What follows belongs to an exercise in optimizing a design on an open flow for small area and a short achievable clock period; a production flow would make more cautious choices. Only simulation tests tie the RTL to the original design; equivalence was not proved. No activity file was given, so power comes from the tool's default toggle rates.

==> onyx: inputs <==
Design rwm_core, start of the top module:
module rwm_core (
	input  logic                     afi_clk,
	input  logic                     afi_reset_n,
	input  rwm_isa_pkg::host_addr_t  host_addr_i,
	input  rwm_isa_pkg::host_data_t  host_wdata_i,
	input  logic                     cmd_write_i,
	input  logic                     cmd_read_i,
	input  rwm_phy_pkg::wdata_t      afi_rdata_i,
	input  logic                     afi_rdata_valid_i,
	output rwm_isa_pkg::host_data_t  host_rdata_o,
	output logic                     cmd_done_o,
	output rwm_phy_pkg::wdata_t      afi_wdata_o,
	output rwm_phy_pkg::dm_t         afi_dm_o,
	output rwm_phy_pkg::ac_bus_t     ac_bus_o,
	output rwm_phy_pkg::cs_bus_t     cs_bus_o
);
Settings: LEC_CHECK=0, CAP_MARGIN=20, CORE_MARGIN=2, CORE_UTILIZATION=40, SETUP_SLACK_MARGIN=3.0, SLEW_MARGIN=20; clock period 5.5 ns.
run.sh (not shown) runs the stock make flow with config.mk's settings and CLKGATE_MAP_FILE= SYNTH_SCRIPT=/design/flow/synth_recipe.tcl, a recipe that flattens the netlist after the stock synthesis.
==> raven (differences from onyx) <==
- SETUP_SLACK_MARGIN: 3.0 -> 1.0
==> comparison <==
- Via count: onyx is higher than raven (8.6%).
- Of raven and onyx, onyx has the higher clock power (gap about 2%, measured against onyx).
- Between onyx and raven, the lower clock skew is in raven (gap 36 ps).
- In raven the register-to-register slack is lower than in onyx, by 750 ps.
- Sequential share of layout area: raven is higher than onyx (6.4 points).

---

==> xenon <==
rwm_core, a different RTL version from the one above (not shown whole).
Design rwm_core, start of the top module:
module rwm_core (
	input  logic                     afi_clk,
	input  logic                     afi_reset_n,
	input  rwm_isa_pkg::host_addr_t  host_addr_i,
	input  rwm_isa_pkg::host_data_t  host_wdata_i,
	input  logic                     cmd_write_i,
	input  logic                     cmd_read_i,
	input  rwm_phy_pkg::wdata_t      afi_rdata_i,
	input  logic                     afi_rdata_valid_i,
	output rwm_isa_pkg::host_data_t  host_rdata_o,
	output logic                     cmd_done_o,
	output rwm_phy_pkg::wdata_t      afi_wdata_o,
	output rwm_phy_pkg::dm_t         afi_dm_o,
	output rwm_phy_pkg::ac_bus_t     ac_bus_o,
	output rwm_phy_pkg::cs_bus_t     cs_bus_o
);
	logic running;
	logic run_start;
	logic cntr_load;
	logic jump_load;
	logic inst_wr;
	logic inst_we;
	logic ac_we;
	logic inst_keep;
	logic ac_keep;
	logic [15:0] ac_ring;
	logic [3:0] ac_place;
	logic [11:0] pa;
	logic [25:0] pd;
	rwm_phy_pkg::cs_mask_t cs_mask;
	logic clear_err;
	logic loopback;
	logic ret_seen;
	rwm_isa_pkg::pc_t pc_next;
	rwm_phy_pkg::err_word_t err_word;
	rwm_phy_pkg::err_word_t err_next;
	rwm_isa_pkg::sinst_t op;
	logic [1:0] phase;
	rwm_phy_pkg::wdata_t wdata;
	logic wr_beat;
	rwm_phy_pkg::wdata_t chk_rdata;
	logic chk_valid;
	rwm_host_frontend u_frontend (
		.afi_clk(afi_clk), .afi_reset_n(afi_reset_n),
		.host_addr_i(host_addr_i), .host_wdata_i(host_wdata_i),
		.cmd_write_i(cmd_write_i), .cmd_read_i(cmd_read_i),
		.ret_seen_i(ret_seen), .pc_next_i(pc_next), .err_next_i(err_next), .phase_i(phase),
		.cmd_done_o(cmd_done_o), .host_rdata_o(host_rdata_o),
		.running_o(running), .run_start_o(run_start),
  ...
clock: 5.5 ns
lec_check: 0
cap_margin: 20
core_margin: 2
core_utilization: 60
cts_cluster_diameter: 150
cts_cluster_size: 20
setup_slack_margin: 3.0
slew_margin: 20
==> ember (differences from xenon) <==
--- a/flow/design.v
+++ b/flow/design.v
@@ -139,14 +139,15 @@
 	logic [7:0] rdata_q;
 	logic acc_next;
 	logic [3:0] code_next;
 	logic s_run, s_cntr, s_jump, s_clear, s_cs, s_inst;
 	logic st_run_next;
 	logic st_read_next;
 	logic st_done_next;
+	logic done_q;
 	logic idle_next;
 	logic busy_next;
 	logic [11:0] pa_next;
 	logic pa_hold;
 	logic wr_slot_next;
 	logic inst_we_q;
 	logic ac_we_q;
@@ -251,15 +252,18 @@
 		end else if (host_addr_i == rwm_isa_pkg::ADDR_STATUS_PC) begin
 			rdata_q <= {1'b0, pc_next_i};
 		end else begin
 			rdata_q <= '0;
 		end
 	end
 	assign host_rdata_o = {24'd0, rdata_q};
-	assign cmd_done_o = st_done;
+	always_ff @(posedge afi_clk) begin
+		done_q <= st_done_next;
+	end
+	assign cmd_done_o = done_q;
 	assign running_o = st_run;
 	assign pa_o = pa;
 	assign pd_o = pd;
 endmodule
 `timescale 1ns/100ps
 module rwm_sequencer (
 	input  logic                    afi_clk,
@@ -271,16 +275,16 @@
 	input  logic                    inst_wr_i,
 	input  logic                    inst_we_i,
 	input  logic                    inst_keep_i,
 	input  logic [11:0]             pa_i,
 	input  logic [25:0]             pd_i,
 	input  rwm_isa_pkg::pc_t        host_fa_i,
 	output rwm_isa_pkg::sinst_t     op_o,
-	output logic [15:0]             ac_ring_o,
-	output logic [3:0]              ac_place_o,
+	output logic [3:0]              ac_hi_o,
+	output logic [3:0]              ac_mid_o,
 	output logic                    ret_seen_o,
 	output rwm_isa_pkg::pc_t        pc_next_o,
 	output logic [1:0]              phase_o
 );
 	localparam int NR = 32;
 	localparam int W = rwm_isa_pkg::SI_WIDTH;
 	function automatic logic [31:0] onehot32(input logic [4:0] a);
@@ -296,39 +300,39 @@
 	logic [1:0] phase1;
 	logic [NR*W-1:0] place_bus [4];
 	rwm_isa_pkg::sinst_t wr_word;
 	rwm_isa_pkg::sinst_t mem_rd;
 	rwm_isa_pkg::pc_t fa_q;
 	logic [NR-1:0] fa_ring_q;
 	logic [3:0] fa_place_q;
+	logic [4*NR-1:0] fa_sel_q;
+	rwm_isa_pkg::pc_t fa_next;
+	logic [NR-1:0] ring_next;
+	logic [3:0] place_next;
 	rwm_isa_pkg::pc_t pc_q;
 	rwm_isa_pkg::sinst_t op_q;
-	logic [15:0] ac_ring_q;
-	logic [3:0] ac_place_q;
+	logic [3:0] ac_hi_q;
+	logic [3:0] ac_mid_q;
 	rwm_isa_pkg::sinst_t inst_lp [2];
 	logic lp_flag [2];
 	logic lp_grab [2];
 	rwm_isa_pkg::pc_t loop_ptr [2];
 	rwm_isa_pkg::loop_cnt_t loop_init [2];
 	rwm_isa_pkg::loop_cnt_t loop_cnt [2];
 	logic loop_nz [2];
 	logic op_ret;
 	logic op_jump;
 	logic loop_sel;
 	logic jump_taken;
 	logic [1:0] jf;
-	rwm_isa_pkg::pc_t run_fa;
 	rwm_isa_pkg::pc_t jmp_fa [2];
-	logic [NR-1:0] host_ring, run_ring, seq_ring;
+	logic [NR-1:0] host_ring, seq_ring;
 	logic [NR-1:0] jmp_ring [2];
-	logic [3:0] host_place, run_place, seq_place;
+	logic [3:0] host_place, seq_place;
 	logic [3:0] jmp_place [2];
-	logic [15:0] lp_ac_ring [2];
-	logic [3:0] place_of [4];
-	logic [3:0] lp_ac_place [2];
 	always_ff @(posedge afi_clk) begin
 		phase <= phase + 2'd1;
 	end
 	assign phase1 = phase + 2'd1;
 	assign wr_word = rwm_isa_pkg::si_encode(pd_i[rwm_isa_pkg::INST_WIDTH-1:0]);
 	for (genvar k = 0; k < NR; k++) begin : g_ring
 		rwm_isa_pkg::sinst_t r0, r1, r2, r3;
@@ -342,23 +346,20 @@
 			r3 <= r2;
 		end
 		assign place_bus[0][k*W +: W] = r0;
 		assign place_bus[1][k*W +: W] = r1;
 		assign place_bus[2][k*W +: W] = r2;
 		assign place_bus[3][k*W +: W] = r3;
 	end
-	rwm_isa_pkg::sinst_t place_rd [4];
 	always_comb begin
 		mem_rd = '0;
 		for (int p = 0; p < 4; p++) begin
-			place_rd[p] = '0;
 			for (int k = 0; k < NR; k++) begin
-				place_rd[p] = place_rd[p] | ({W{fa_ring_q[k]}} & place_bus[p][k*W +: W]);
+				mem_rd = mem_rd | ({W{fa_sel_q[k*4+p]}} & place_bus[p][k*W +: W]);
 			end
-			mem_rd = mem_rd | ({W{fa_place_q[p]}} & place_rd[p]);
 		end
 	end
 	assign jf = rwm_isa_pkg::si_jfield(op_q);
 	assign loop_sel = jf[1];
 	assign op_ret = running_i && op_q[rwm_isa_pkg::SI_RET];
 	assign op_jump = running_i && (jf != 2'b00);
 	assign jump_taken = op_jump && loop_nz[loop_sel];
@@ -372,56 +373,52 @@
 		end else begin
 			pc_next_o = pc_q;
 		end
 	end
 	always_comb begin
 		host_ring = onehot32(host_fa_i[6:2]);
 		host_place = onehot4(host_fa_i[1:0] + phase1);
-		run_fa = pd_i[rwm_isa_pkg::PC_BITS-1:0] + 1'b1;
-		run_ring = onehot32(run_fa[6:2]);
-		run_place = onehot4(run_fa[1:0] + phase1);
-		for (int j = 0; j < 4; j++) place_of[j] = onehot4(2'(j) + phase1);
 		for (int l = 0; l < 2; l++) begin
 			jmp_fa[l] = loop_ptr[l] + 1'b1;
 			jmp_ring[l] = onehot32(jmp_fa[l][6:2]);
 			jmp_place[l] = onehot4(jmp_fa[l][1:0] + phase1);
-			lp_ac_ring[l] = onehot16(inst_lp[l][rwm_isa_pkg::SI_AC_LSB+2 +: 4]);
-			lp_ac_place[l] = place_of[inst_lp[l][rwm_isa_pkg::SI_AC_LSB +: 2]];
 		end
 		seq_ring = (fa_q[1:0] == 2'd3) ? {fa_ring_q[NR-2:0], fa_ring_q[NR-1]} : fa_ring_q;
 		seq_place = {fa_place_q[1:0], fa_place_q[3:2]};
+		if (run_start_i || (running_i && !op_ret)) begin
+			if (jump_taken) begin
+				fa_next = jmp_fa[loop_sel];
+				ring_next = jmp_ring[loop_sel];
+				place_next = jmp_place[loop_sel];
+			end else begin
+				fa_next = fa_q + 1'b1;
+				ring_next = seq_ring;
+				place_next = seq_place;
+			end
+		end else begin
+			fa_next = host_fa_i;
+			ring_next = host_ring;
+			place_next = host_place;
+		end
 	end
 	always_ff @(posedge afi_clk) begin
 		if (jump_taken) begin
 			op_q <= inst_lp[loop_sel];
-			ac_ring_q <= lp_ac_ring[loop_sel];
-			ac_place_q <= lp_ac_place[loop_sel];
+			ac_hi_q <= onehot4(inst_lp[loop_sel][rwm_isa_pkg::SI_AC_LSB+4 +: 2]);
+			ac_mid_q <= onehot4(inst_lp[loop_sel][rwm_isa_pkg::SI_AC_LSB+2 +: 2]);
 		end else begin
 			op_q <= mem_rd;
-			ac_ring_q <= onehot16(mem_rd[rwm_isa_pkg::SI_AC_LSB+2 +: 4]);
-			ac_place_q <= place_of[mem_rd[rwm_isa_pkg::SI_AC_LSB +: 2]];
+			ac_hi_q <= onehot4(mem_rd[rwm_isa_pkg::SI_AC_LSB+4 +: 2]);
+			ac_mid_q <= onehot4(mem_rd[rwm_isa_pkg::SI_AC_LSB+2 +: 2]);
 		end
-		if (run_start_i) begin
-			fa_q <= run_fa;
-			fa_ring_q <= run_ring;
-			fa_place_q <= run_place;
-		end else if (running_i && !op_ret) begin
-			if (jump_taken) begin
-				fa_q <= jmp_fa[loop_sel];
-				fa_ring_q <= jmp_ring[loop_sel];
-				fa_place_q <= jmp_place[loop_sel];
-			end else begin
-				fa_q <= fa_q + 1'b1;
-				fa_ring_q <= seq_ring;
-				fa_place_q <= seq_place;
-			end
-		end else begin
-			fa_q <= host_fa_i;
-			fa_ring_q <= host_ring;
-			fa_place_q <= host_place;
+		fa_q <= fa_next;
+		fa_ring_q <= ring_next;
+		fa_place_q <= place_next;
+		for (int k = 0; k < NR; k++) begin
+			for (int p = 0; p < 4; p++) fa_sel_q[k*4+p] <= ring_next[k] && place_next[p];
 		end
 		for (int l = 0; l < 2; l++) begin
 			if (inst_wr_i && (pa_i[rwm_isa_pkg::PC_BITS-1:0] == loop_ptr[l])) begin
 				inst_lp[l] <= wr_word;
 			end else if (lp_grab[l]) begin
 				inst_lp[l] <= op_q;
 			end else if (lp_flag[l] && (phase == 2'd0)) begin
@@ -456,42 +453,45 @@
 					loop_ptr[l] <= pd_i[rwm_isa_pkg::PC_BITS-1:0];
 					lp_flag[l] <= 1'b0;
 				end
 			end
 		end
 	end
 	assign op_o = op_q;
-	assign ac_ring_o = ac_ring_q;
-	assign ac_place_o = ac_place_q;
+	assign ac_hi_o = ac_hi_q;
+	assign ac_mid_o = ac_mid_q;
 	assign ret_seen_o = op_ret;
 	assign phase_o = phase;
 endmodule
 `timescale 1ns/100ps
 module rwm_pattern_gen (
 	input  logic                    afi_clk,
 	input  logic                    afi_reset_n,
 	input  logic                    op_valid_i,
 	input  rwm_isa_pkg::sinst_t     op_i,
 	input  logic                    ac_we_i,
 	input  logic                    ac_keep_i,
-	input  logic [15:0]             ac_ring_i,
-	input  logic [3:0]              ac_place_i,
+	input  logic [3:0]              ac_hi_i,
+	input  logic [3:0]              ac_mid_i,
+	input  logic [1:0]              phase_i,
 	input  logic [11:0]             pa_i,
 	input  logic [25:0]             pd_i,
 	input  rwm_phy_pkg::cs_mask_t   cs_mask_i,
 	output rwm_phy_pkg::wdata_t     afi_wdata_o,
 	output rwm_phy_pkg::dm_t        afi_dm_o,
 	output rwm_phy_pkg::ac_bus_t    ac_bus_o,
 	output rwm_phy_pkg::cs_bus_t    cs_bus_o,
-	output logic                    wr_beat_o
+	output logic                    wr_beat_o,
+	output rwm_phy_pkg::wdata_t     lb_data_o
 );
 	localparam int NR = 16;
 	logic [NR*rwm_phy_pkg::AC_WORD_BITS-1:0] place_bus [4];
 	rwm_phy_pkg::ac_word_t ac_word;
 	rwm_phy_pkg::cs_bus_t cs_next;
+	rwm_phy_pkg::do_code_t lb_code;
 	for (genvar k = 0; k < NR; k++) begin : g_ring
 		rwm_phy_pkg::ac_word_t r0, r1, r2, r3;
 		logic wsel, keep;
 		assign wsel = ac_we_i && (pa_i[5:2] == k);
 		assign keep = ac_keep_i || (pa_i[5:2] != k);
 		always_ff @(posedge afi_clk) begin
 			r0 <= ({rwm_phy_pkg::AC_WORD_BITS{keep}} & r3) |
@@ -502,41 +502,42 @@
 		end
 		assign place_bus[0][k*rwm_phy_pkg::AC_WORD_BITS +: rwm_phy_pkg::AC_WORD_BITS] = r0;
 		assign place_bus[1][k*rwm_phy_pkg::AC_WORD_BITS +: rwm_phy_pkg::AC_WORD_BITS] = r1;
 		assign place_bus[2][k*rwm_phy_pkg::AC_WORD_BITS +: rwm_phy_pkg::AC_WORD_BITS] = r2;
 		assign place_bus[3][k*rwm_phy_pkg::AC_WORD_BITS +: rwm_phy_pkg::AC_WORD_BITS] = r3;
 	end
 	rwm_phy_pkg::ac_word_t place_rd [4];
+	logic [NR-1:0] ac_ring;
+	logic [1:0] ac_place;
 	always_comb begin
+		for (int k = 0; k < NR; k++) ac_ring[k] = ac_hi_i[k/4] && ac_mid_i[k%4];
+		ac_place = op_i[rwm_isa_pkg::SI_AC_LSB +: 2] + phase_i;
 		ac_word = '0;
 		for (int p = 0; p < 4; p++) begin
 			place_rd[p] = '0;
 			for (int k = 0; k < NR; k++) begin
-				place_rd[p] = place_rd[p] | ({rwm_phy_pkg::AC_WORD_BITS{ac_ring_i[k]}} &
+				place_rd[p] = place_rd[p] | ({rwm_phy_pkg::AC_WORD_BITS{ac_ring[k]}} &
 					place_bus[p][k*rwm_phy_pkg::AC_WORD_BITS +: rwm_phy_pkg::AC_WORD_BITS]);
 			end
-			ac_word = ac_word | ({rwm_phy_pkg::AC_WORD_BITS{ac_place_i[p]}} & place_rd[p]);
+			ac_word = ac_word | ({rwm_phy_pkg::AC_WORD_BITS{ac_place == p}} & place_rd[p]);
 		end
 	end
 	always_comb begin
 		for (int p = 0; p < rwm_phy_pkg::CS_BITS; p++) begin
 			for (int r = 0; r < rwm_phy_pkg::NUM_RANKS; r++) begin
 				cs_next[p*rwm_phy_pkg::NUM_RANKS + r] = ac_word[rwm_phy_pkg::AC_BUS_WIDTH + p] | cs_mask_i[r];
 			end
 		end
 	end
-	always_ff @(posedge afi_clk or negedge afi_reset_n) begin
-		if (!afi_reset_n) begin
-			cs_bus_o <= '1;
-			wr_beat_o <= 1'b0;
-		end else begin
-			cs_bus_o <= op_valid_i ? cs_next : '1;
-			wr_beat_o <= op_valid_i && op_i[rwm_isa_pkg::SI_RNW];
-		end
+	always_ff @(posedge afi_clk) begin
+		cs_bus_o <= op_valid_i ? cs_next : '1;
+		wr_beat_o <= op_valid_i && op_i[rwm_isa_pkg::SI_RNW];
+		lb_code <= (op_valid_i && op_i[rwm_isa_pkg::SI_RNW]) ? op_i[rwm_isa_pkg::SI_DO_LSB +: rwm_phy_pkg::WORDS] : '0;
 	end
+	assign lb_data_o = rwm_phy_pkg::do_pattern(lb_code);
 	always_ff @(posedge afi_clk) begin
 		if (op_valid_i) begin
 			afi_wdata_o <= rwm_phy_pkg::do_pattern(op_i[rwm_isa_pkg::SI_DO_LSB +: rwm_phy_pkg::WORDS]);
 			afi_dm_o <= rwm_isa_pkg::si_dm(op_i);
 			ac_bus_o <= ac_word[rwm_phy_pkg::AC_BUS_WIDTH-1:0];
 		end else begin
 			afi_wdata_o <= '0;
@@ -644,29 +645,30 @@
 	logic cntr_load;
 	logic jump_load;
 	logic inst_wr;
 	logic inst_we;
 	logic ac_we;
 	logic inst_keep;
 	logic ac_keep;
-	logic [15:0] ac_ring;
-	logic [3:0] ac_place;
+	logic [3:0] ac_hi;
+	logic [3:0] ac_mid;
 	logic [11:0] pa;
 	logic [25:0] pd;
 	rwm_phy_pkg::cs_mask_t cs_mask;
 	logic clear_err;
 	logic loopback;
 	logic ret_seen;
 	rwm_isa_pkg::pc_t pc_next;
 	rwm_phy_pkg::err_word_t err_word;
 	rwm_phy_pkg::err_word_t err_next;
 	rwm_isa_pkg::sinst_t op;
 	logic [1:0] phase;
 	rwm_phy_pkg::wdata_t wdata;
 	logic wr_beat;
+	rwm_phy_pkg::wdata_t lb_data;
 	rwm_phy_pkg::wdata_t chk_rdata;
 	logic chk_valid;
 	rwm_host_frontend u_frontend (
 		.afi_clk(afi_clk), .afi_reset_n(afi_reset_n),
 		.host_addr_i(host_addr_i), .host_wdata_i(host_wdata_i),
 		.cmd_write_i(cmd_write_i), .cmd_read_i(cmd_read_i),
 		.ret_seen_i(ret_seen), .pc_next_i(pc_next), .err_next_i(err_next), .phase_i(phase),
@@ -680,25 +682,26 @@
 	);
 	rwm_sequencer u_sequencer (
 		.afi_clk(afi_clk), .afi_reset_n(afi_reset_n),
 		.running_i(running), .run_start_i(run_start),
 		.cntr_load_i(cntr_load), .jump_load_i(jump_load),
 		.inst_wr_i(inst_wr), .inst_we_i(inst_we), .inst_keep_i(inst_keep),
 		.pa_i(pa), .pd_i(pd), .host_fa_i(host_wdata_i[rwm_isa_pkg::PC_BITS-1:0]),
-		.op_o(op), .ac_ring_o(ac_ring), .ac_place_o(ac_place), .ret_seen_o(ret_seen), .pc_next_o(pc_next), .phase_o(phase)
+		.op_o(op), .ac_hi_o(ac_hi), .ac_mid_o(ac_mid), .ret_seen_o(ret_seen), .pc_next_o(pc_next), .phase_o(phase)
 	);
 	rwm_pattern_gen u_pattern_gen (
 		.afi_clk(afi_clk), .afi_reset_n(afi_reset_n),
 		.op_valid_i(running), .op_i(op),
-		.ac_we_i(ac_we), .ac_keep_i(ac_keep), .ac_ring_i(ac_ring), .ac_place_i(ac_place),
+		.ac_we_i(ac_we), .ac_keep_i(ac_keep), .ac_hi_i(ac_hi), .ac_mid_i(ac_mid), .phase_i(phase),
 		.pa_i(pa), .pd_i(pd),
 		.cs_mask_i(cs_mask), .afi_wdata_o(wdata), .afi_dm_o(afi_dm_o),
-		.ac_bus_o(ac_bus_o), .cs_bus_o(cs_bus_o), .wr_beat_o(wr_beat)
+		.ac_bus_o(ac_bus_o), .cs_bus_o(cs_bus_o), .wr_beat_o(wr_beat),
+		.lb_data_o(lb_data)
 	);
-	assign chk_rdata = loopback ? wdata : afi_rdata_i;
+	assign chk_rdata = loopback ? lb_data : afi_rdata_i;
 	assign chk_valid = loopback ? wr_beat : afi_rdata_valid_i;
 	rwm_read_checker u_read_checker (
 		.afi_clk(afi_clk), .afi_reset_n(afi_reset_n),
 		.op_valid_i(running), .op_i(op),
 		.rdata_i(chk_rdata), .rdata_valid_i(chk_valid),
 		.clear_err_i(clear_err), .err_word_o(err_word), .err_next_o(err_next)
 	);
--- a/flow/config.mk
+++ b/flow/config.mk
@@ -6,9 +6,9 @@
 export NUM_CORES = 4
 export LEC_CHECK = 0
 export CAP_MARGIN = 20
 export CORE_MARGIN = 2
 export CORE_UTILIZATION = 60
 export CTS_CLUSTER_DIAMETER = 150
 export CTS_CLUSTER_SIZE = 20
-export SETUP_SLACK_MARGIN = 3.0
+export SETUP_SLACK_MARGIN = 2.8
 export SLEW_MARGIN = 20
==> notes <==
Against ember, the combinational power of xenon is larger by about 26%. Of xenon and ember, ember has the higher sequential power (gap about 3%, measured against ember). In ember the worst setup slack is higher than in xenon, by 94 ps. Critical path depth: ember is lower than xenon (3). Against xenon, the hold slack of ember is lower by 30 ps. Of ember and xenon, ember has the higher clock skew (gap 49 ps). Of xenon and ember, ember has the higher synthesized cell count (gap about 1.6%, measured against ember). Between xenon and ember, the lower sequential share of layout area is in xenon (gap 1.8 points). xenon finished clean. ember completed, yet does not pass: antenna violations. Against xenon, the core utilization of ember is lower by 1.4 points.
==> figures <==
item	xenon	ember
Outcome	complete, no violations	failed layout checks
Layout check failures	-	antenna violations
Count of cell instances traversed by the critical path	8	5
First-pass GRT wire length	669.6 mm	772.4 mm
Sequential cell count	4020	4141
Clock-cell share of area	4.210%	4.471%
Wirelength per Cell	39.80 um	46.76 um
Remaining antenna violation count after routing	0	4
Number of post-CTS setup repair buffers	228	59
Fraction of power consumed by the clock network	34.0%	34.9%
Number of non-clock buffers in the layout	746	573
Placement Setup Slack	1831 ps	1735 ps
Met2 wire len	196.7 mm	231.6 mm
Post-detailed-route via-to-cell ratio	7.424	8.058
Non-Clock Buffer Area Fraction	6.260%	4.284%
Final cell count without fillers	12490	12620
Insertion delay to the later sink of the worst-skew pair	930 ps	980 ps
Leak pwr	51.35 nW	50.76 nW
Number of nets in the final layout	9853	9831
Number of cells on the worst reg-to-reg path	8	5
Cell count after placement	11840	12020

port drivers added, routing unchanged:
In the flow no input, the clock included, has a driving cell. The finished layouts below were timed again as built, in two steps. Step 1 sets driving cells, clkbuf_16 on the clock port and buf_2 on the other inputs (assumed; they add their load-dependent delay and slew). Step 2 also shifts input and output timing later by t, the mid clock arrival at the registers, as if the neighbouring blocks saw the same clock. Slacks: ideal ports / drivers / drivers and shift; pairs: ideal ports / drivers.
run | shift t [ns] | setup WS [ns] | worst data-port slew with drivers (ns)
onyx | 1.027 | 1.794 / 1.794 / 1.794 | 0.14
raven | 1.006 | 1.041 / 1.041 / 1.041 | 0.19
xenon | 1.011 | 2.433 / 2.433 / 2.196 | 0.17
ember | 1.042 | 2.526 / 2.526 / 1.876 | 0.34
The setup slack of ember, which loses most, moves by 0.000 ns with the drivers and by -0.650 ns with both steps.
